Context: an optimization exercise on an open-source flow, tuned for small area and a short achievable clock period. The choices shown serve that exercise and are no tape-out recipe. The RTL was checked by simulation tests, not by an equivalence proof against the original design. Power and IR drop assume default switching activity.

==> flow/design.v <==
package cpu_pkg;
    localparam logic [5:0] OP_RTYPE = 6'h00;
    localparam logic [5:0] OP_J     = 6'h02;
    localparam logic [5:0] OP_BEQ   = 6'h04;
    localparam logic [5:0] OP_ADDIU = 6'h09;
    localparam logic [5:0] OP_ORI   = 6'h0D;
    localparam logic [5:0] OP_LW    = 6'h23;
    localparam logic [5:0] OP_SW    = 6'h2B;
    localparam logic [5:0] FN_ADD   = 6'h20;
    localparam logic [5:0] FN_SUB   = 6'h22;
    localparam logic [5:0] FN_SUBU  = 6'h23;
    localparam logic [5:0] FN_SLT   = 6'h2A;
    localparam logic [5:0] FN_SLTU  = 6'h2B;
    localparam logic [1:0] FLT_OK       = 2'd0;
    localparam logic [1:0] FLT_MISALIGN = 2'd1;
    localparam logic [1:0] FLT_RANGE    = 2'd2;
    localparam logic [31:0] NOP_WORD = 32'h0000_0000;
    typedef enum logic [0:0] {
        ST_CLEAR = 1'b0,
        ST_RUN   = 1'b1
    } imem_state_e;
    function automatic logic [1:0] fault_code(input logic [31:0] pc,
                                              input logic [31:0] depth);
        logic [1:0] code;
        code = FLT_OK;
        if (pc[1:0] != 2'b00) begin
            code = FLT_MISALIGN;
        end else if ({2'b00, pc[31:2]} >= depth) begin
            code = FLT_RANGE;
        end else begin
            code = FLT_OK;
        end
        fault_code = code;
    endfunction
endpackage
module imem_ram #(
    parameter int DEPTH = 64,
    parameter int AW    = $clog2(DEPTH)
) (
    input  logic          clk,
    input  logic          we,
    input  logic          re,
    input  logic [AW-1:0] addr,
    input  logic [31:0]   wdata,
    output logic [31:0]   rdata
);
    logic [31:0] mem_r [DEPTH];
    logic [31:0] rdata_r;
    always_ff @(posedge clk) begin
        if (we) begin
            mem_r[addr] <= wdata;
        end else if (re) begin
            rdata_r <= mem_r[addr];
        end
    end
    assign rdata = rdata_r;
endmodule
module instr_fetch_mem #(
    parameter int DEPTH = 64,
    parameter int AW    = $clog2(DEPTH)
) (
    input  logic              IF_clk,
    input  logic              rst,
    input  logic              ld_en,
    input  logic [AW-1:0]     ld_addr,
    input  logic [31:0]       ld_data,
    output logic              ld_busy,
    input  logic              req_valid,
    output logic              req_ready,
    input  logic [31:0]       pc,
    output logic              rsp_valid,
    input  logic              rsp_ready,
    output logic [5:0]        ins_Opcode,
    output logic [4:0]        ins_rs,
    output logic [4:0]        ins_rt,
    output logic [4:0]        ins_rd,
    output logic [5:0]        ins_func,
    output logic [25:0]       ins_imm,
    output logic [1:0]        rsp_fault
);
    cpu_pkg::imem_state_e   state_r, state_nxt_s;
    logic [AW-1:0] clr_cnt_r, clr_cnt_nxt_s;
    logic          rsp_valid_r;
    logic [1:0]    rsp_fault_r;
    logic          fetch_ok_r;
    logic          req_ready_s;
    logic          hs_s;
    logic [1:0]    req_fault_s;
    logic          ram_we_s;
    logic          ram_re_s;
    logic [AW-1:0] ram_addr_s;
    logic [31:0]   ram_wdata_s;
    logic [31:0]   ram_rdata_s;
    logic [31:0]   word_s;
    always_ff @(posedge IF_clk) begin
        if (rst) begin
            state_r   <= cpu_pkg::ST_CLEAR;
            clr_cnt_r <= {AW{1'b0}};
        end else begin
            state_r   <= state_nxt_s;
            clr_cnt_r <= clr_cnt_nxt_s;
        end
    end
    always_comb begin
        state_nxt_s   = state_r;
        clr_cnt_nxt_s = clr_cnt_r;
        case (state_r)
            cpu_pkg::ST_CLEAR: begin
                clr_cnt_nxt_s = clr_cnt_r + {{(AW-1){1'b0}}, 1'b1};
                if (clr_cnt_r == AW'(DEPTH - 1)) begin
                    state_nxt_s = cpu_pkg::ST_RUN;
                end else begin
                    state_nxt_s = cpu_pkg::ST_CLEAR;
                end
            end
            cpu_pkg::ST_RUN: begin
                state_nxt_s = cpu_pkg::ST_RUN;
            end
            default: begin
                state_nxt_s   = cpu_pkg::ST_CLEAR;
                clr_cnt_nxt_s = {AW{1'b0}};
            end
        endcase
    end
    assign req_ready_s = (state_r == cpu_pkg::ST_RUN) && !ld_en &&
                         (!rsp_valid_r || rsp_ready);
    assign hs_s        = req_valid && req_ready_s;
    assign req_fault_s = cpu_pkg::fault_code(pc, 32'(DEPTH));
    always_comb begin
        ram_we_s    = 1'b0;
        ram_re_s    = 1'b0;
        ram_addr_s  = pc[AW+1:2];
        ram_wdata_s = cpu_pkg::NOP_WORD;
        if (rst) begin
            ram_we_s = 1'b0;
        end else if (state_r == cpu_pkg::ST_CLEAR) begin
            ram_we_s    = 1'b1;
            ram_addr_s  = clr_cnt_r;
            ram_wdata_s = cpu_pkg::NOP_WORD;
        end else if (ld_en) begin
            ram_we_s    = 1'b1;
            ram_addr_s  = ld_addr;
            ram_wdata_s = ld_data;
        end else begin
            ram_re_s = hs_s && (req_fault_s == cpu_pkg::FLT_OK);
        end
    end
    always_ff @(posedge IF_clk) begin
        if (rst) begin
            rsp_valid_r <= 1'b0;
            rsp_fault_r <= cpu_pkg::FLT_OK;
            fetch_ok_r  <= 1'b0;
        end else if (hs_s) begin
            rsp_valid_r <= 1'b1;
            rsp_fault_r <= req_fault_s;
            fetch_ok_r  <= (req_fault_s == cpu_pkg::FLT_OK);
        end else if (rsp_ready) begin
            rsp_valid_r <= 1'b0;
        end
    end
    imem_ram #(
        .DEPTH (DEPTH),
        .AW    (AW)
    ) u_ram (
        .clk   (IF_clk),
        .we    (ram_we_s),
        .re    (ram_re_s),
        .addr  (ram_addr_s),
        .wdata (ram_wdata_s),
        .rdata (ram_rdata_s)
    );
    assign word_s = fetch_ok_r ? ram_rdata_s : cpu_pkg::NOP_WORD;
    assign ld_busy    = (state_r == cpu_pkg::ST_CLEAR);
    assign req_ready  = req_ready_s;
    assign rsp_valid  = rsp_valid_r;
    assign rsp_fault  = rsp_fault_r;
    assign ins_Opcode = word_s[31:26];
    assign ins_rs     = word_s[25:21];
    assign ins_rt     = word_s[20:16];
    assign ins_rd     = word_s[15:11];
    assign ins_func   = word_s[5:0];
    assign ins_imm    = word_s[25:0];
endmodule
==> flow/run.sh <==
#!/bin/bash
# synth_recipe.tcl (not shown) runs the flow's synth.tcl, then flattens the netlist and writes it again
# the make line also repeats each setting of config.mk as NAME=value (left out here)
make -C /OpenROAD-flow-scripts/flow DESIGN_CONFIG=/design/flow/config.mk WORK_HOME=/design/flow/orfs CLKGATE_MAP_FILE= SYNTH_SCRIPT=/design/flow/synth_recipe.tcl finish
==> flow/config.mk <==
export PLATFORM = sky130hd
export DESIGN_NAME = instr_fetch_mem
export DESIGN_NICKNAME = instr_fetch_mem
export VERILOG_FILES = /design/flow/design.v
export SDC_FILE = /design/flow/constraint.sdc
export NUM_CORES = 4
export LEC_CHECK = 0
export CAP_MARGIN = 20
export CORE_MARGIN = 2
export CORE_UTILIZATION = 40
export SLEW_MARGIN = 20
==> flow/constraint.sdc <==
create_clock -name core_clock -period 5.0 [get_ports {IF_clk}]
set_input_delay 1.0000 -clock core_clock [delete_from_list [all_inputs] [get_ports {IF_clk}]]
set_output_delay 1.0000 -clock core_clock [all_outputs]
set_load 0.01 [all_outputs]
==> run notes <==
Post-Place Cells 7558; Buffers on Ports roughly 130; Root Driver clkbuf_16; final worst path period share 82.3%; Slew headroom 23.8%; CTS tree yes; crit path launch rst; hold path start rsp_valid_r; via count of the first global-routing pass around 44k; IO Count around 130; non-filler instance count after layout just under 8k; net count after synthesis between 4k and 5k; FF-to-FF setup slack 1.06 ns; fraction of synthesis flops using an asynchronous set or reset pin 0%; DRT Pass-1 Iters 6; Max clock buf depth 3; Cell variety after synth 58; clock share of power about 40%; Final Setup Violations 0; arrival time worst endpoint 4.68 ns; Worst EP required 5.56 ns; worst path cell trace clkdlybuf4s50_1 > or3b_2 > nand4_4 > buf_12 > buf_12 > buf_12 > buf_4 > mux2i_1 > a32oi_1 > nand4_1 > nand3_1 > or4_1; clock latency on the worst-skew pair 0.84 ns; Main synth FF type edfxtp_1; sequential cell area 62700 um2; layout cell share with drive strength beyond 1 17.8%; ratio of total power to cell area 379 nW/um2; crit-path max FO 44; EDFF count, synth roughly 2.1k; sequential share of power 53.0%; Slew @ Worst Pin 1.13 ns; min cycle time layout 4.12 ns; outcome no timing/DRC/antenna violations; Yosys reg bits about 2.1k; Crit-path slowest cell clkdlybuf4s50_1; Placement Cell Area 88600 um2; clock slew seen by the registers of the worst setup and hold paths 0.06 ns; startpoint type of the worst setup path input port; Post-Syn Area around 81000 um2; H-tree levels 4; die height 454 um; unrepaired setup endpoints after global routing false; initial antenna violation count 11; critical setup path kind in2reg; setup TNS 0 ns; Inserted Clock Buffers 198; Hold WC Path Type reg2reg; share of the yosys chip area belonging to registers around 77%; fin. max-slew vios 0; grt total ovfl 0; Antenna Nets Post-Route 0; Die Wd ~450 um; first-pass GRT wire length 316000 um; count of cells resized by post-cts repair 0; GPL Wtd Cong 0.840; Max-cap violations 0; vias 45.2k; total leakage power ~32 nW; die area 207000 um2; P&R area growth vs syn 17.0%; largest net degree at the start of global routing 90; area of the multi-input gates 17700 um2; Post-CTS Setup Inserts 0; maximum clock frequency about 240 MHz; Filler Cells Inserted 17.0k; Setup Skew roughly 0.024 ns; Yosys Warn Count 2; final hold violations 0; total routed wirelength 219000 um; DR vias/cell 5.70; WHS a little under 0.5 ns; Starting Density around two fifths; RR Startpoint state_r; synthesized area per cell 17.1 um2; drt wl/cell 27.6 um; max incr delay on CP 0.60 ns; total power approximately 0.036 W; drt first-iter violations 5159; clk sinks 2091; Crit. End Element flop; core box area roughly 200000 um2; Post-route DRC 0; most common cell type on the critical path buf_12; HPWL after detailed placement 133000 um; cell row count 165; Comb power frac around 6.4%; Max VDD drop roughly 0.43 mV; Switching Fraction roughly 22%; Final #Nets slightly above 5k; Synth Instances ~4.8k; hold buffers post-CTS 0; P_int around 0.028 W; Net Switching 0.00781 W; design area between 90000 and 100000 um2; Overall Global Routing Usage 21.0%
## synthesized netlist by cell type (27+ instances only)
library cell / number / area, um2
and2_1: 66 / 413
buf_2: 96 / 480
a21oi_1: 71 / 355
edfxtp_1: 2080 / 62500
nand3_1: 456 / 2280
nand4_1: 103 / 644
a32oi_1: 90 / 788
mux2i_1: 156 / 1560
clkbuf_1: 126 / 473
o22ai_1: 38 / 238
nand2_1: 856 / 3210
buf_4: 40 / 300
mux4_2: 255 / 5740
buf_1: 35 / 131
nor2_1: 86 / 323
or4_1: 27 / 203
a41oi_1: 28 / 245
## cells by family after synthesis
family,share of synthesized area (%)
flops,77.2
fa+ha+maj,0.0154
xor+xnor,0.0432
mux,9.00
compound gates,2.85
buf+inv,1.76
simple gates,9.10
## final timing paths
check	end	cells past startpoint
min reg2reg	rsp_valid_r	2
max	u_ram.rdata_r[15]	12
max reg2reg	u_ram.rdata_r[15]	12
min	rsp_valid_r	2
## power groups by stage
stage,Combinational [W],Clock [W],Sequential (W)
finish,0.00231,0.0146,0.0191
floorplan,0.00135,0,0.0195
global placement,0.00229,0,0.0195
global route,0.00246,0.0154,0.0191
CTS,0.00232,0.0148,0.0191
detailed placement,0.00231,0,0.0195
## layout make-up
| cell class | instances | share of cell area [%] |
|---|---|---|
| clock buffers | 252 | 5.54 |
| clock inverters | 110 | 1.02 |
| flip-flops and latches | 2091 | 66.0 |
| multi-input cells | 2367 | 18.6 |
| well taps | 2672 | 3.52 |
| inverters | 2 | 0.00791 |
| diodes | 12 | 0.0316 |
| repair buffers | 426 | 5.21 |
## per-stage QoR
step	setup slack (ns)	utilization [%]
finish	0.884	47.0
global placement	0.165	43.9
CTS	0.982	47.0
global route	0.767	47.0
detailed placement	0.0819	43.9
floorplan	0.450	-
## layer usage
layer	GRT usage, %	routed length (um)
met1	29.4	91600
met2	33.9	105000
met3	3.73	16800
met4	5.89	5420
met5	0	27
## layout by cell type, fill, tap and decap left out, types with 5 or more instances in the layout
cell                n
or4_1              27
a22oi_1             5
nand4_1           103
o2111ai_1           6
a211oi_1           25
dfxtp_1            11
and2_2             17
buf_4             181
bufinv_16          16
a41oi_1            28
a32oi_1            90
o22ai_1            38
edfxtp_1         2080
o211ai_1           24
clkinv_1           48
diode_2            12
clkdlybuf4s50_1   132
clkbuf_16         201
nor2_4             65
nand2_1           855
clkbuf_1           47
clkinv_2           32
mux4_2            255
nand3_1           454
and2_4             15
buf_12            113
a21oi_1            71
nor3_2              6
inv_6               7
mux2i_1           156
and2_1             34
nor4_1              6
nor2_1             20
## critical path, delay by kind of cell
kind / cells / cell delay, ns
AOI/OAI and AO/OA: 1 / 0.07
buffers and inverters: 5 / 1.55
muxes: 1 / 0.21
and+or+nand+nor: 5 / 1.75
## sequential cells by signal (all words and copies together), names as in the netlist
| signal | cells |
|---|---|
| rsp_valid_r | 1 |
| u_ram.rdata_r | 32 |
| clr_cnt_r | 6 |
| rsp_fault_r | 2 |
| fetch_ok_r | 1 |
| state_r | 1 |
| u_ram.mem_r | 2048 |

-- what the ideal ports hide --
Ports are ideal in the flow. The routed layout listed here was re-timed in OpenROAD. Step 1 (the two cells are an assumption about what drives the block):
set clk [get_ports {IF_clk}]
set_driving_cell -lib_cell sky130_fd_sc_hd__clkbuf_16 $clk
set_driving_cell -lib_cell sky130_fd_sc_hd__buf_2 [delete_from_list [all_inputs] $clk]
Step 2 times the ports against the registers' clock, not the clock port: input delays grow and output delays shrink by t, the midpoint of the rising clock arrivals with the driver on. Slacks: ideal ports / drivers / drivers and shift; pairs: ideal ports / drivers.
shift t [ns]: 0.909
slack for setup (ns): 0.884 / 0.943 / 0.033
worst setup path after step 2: input to register
pins driven straight from the clock port: 1
After both steps this run still meets setup and hold. The setup slack of this run moves by +0.059 ns with the drivers and by -0.851 ns with both steps.
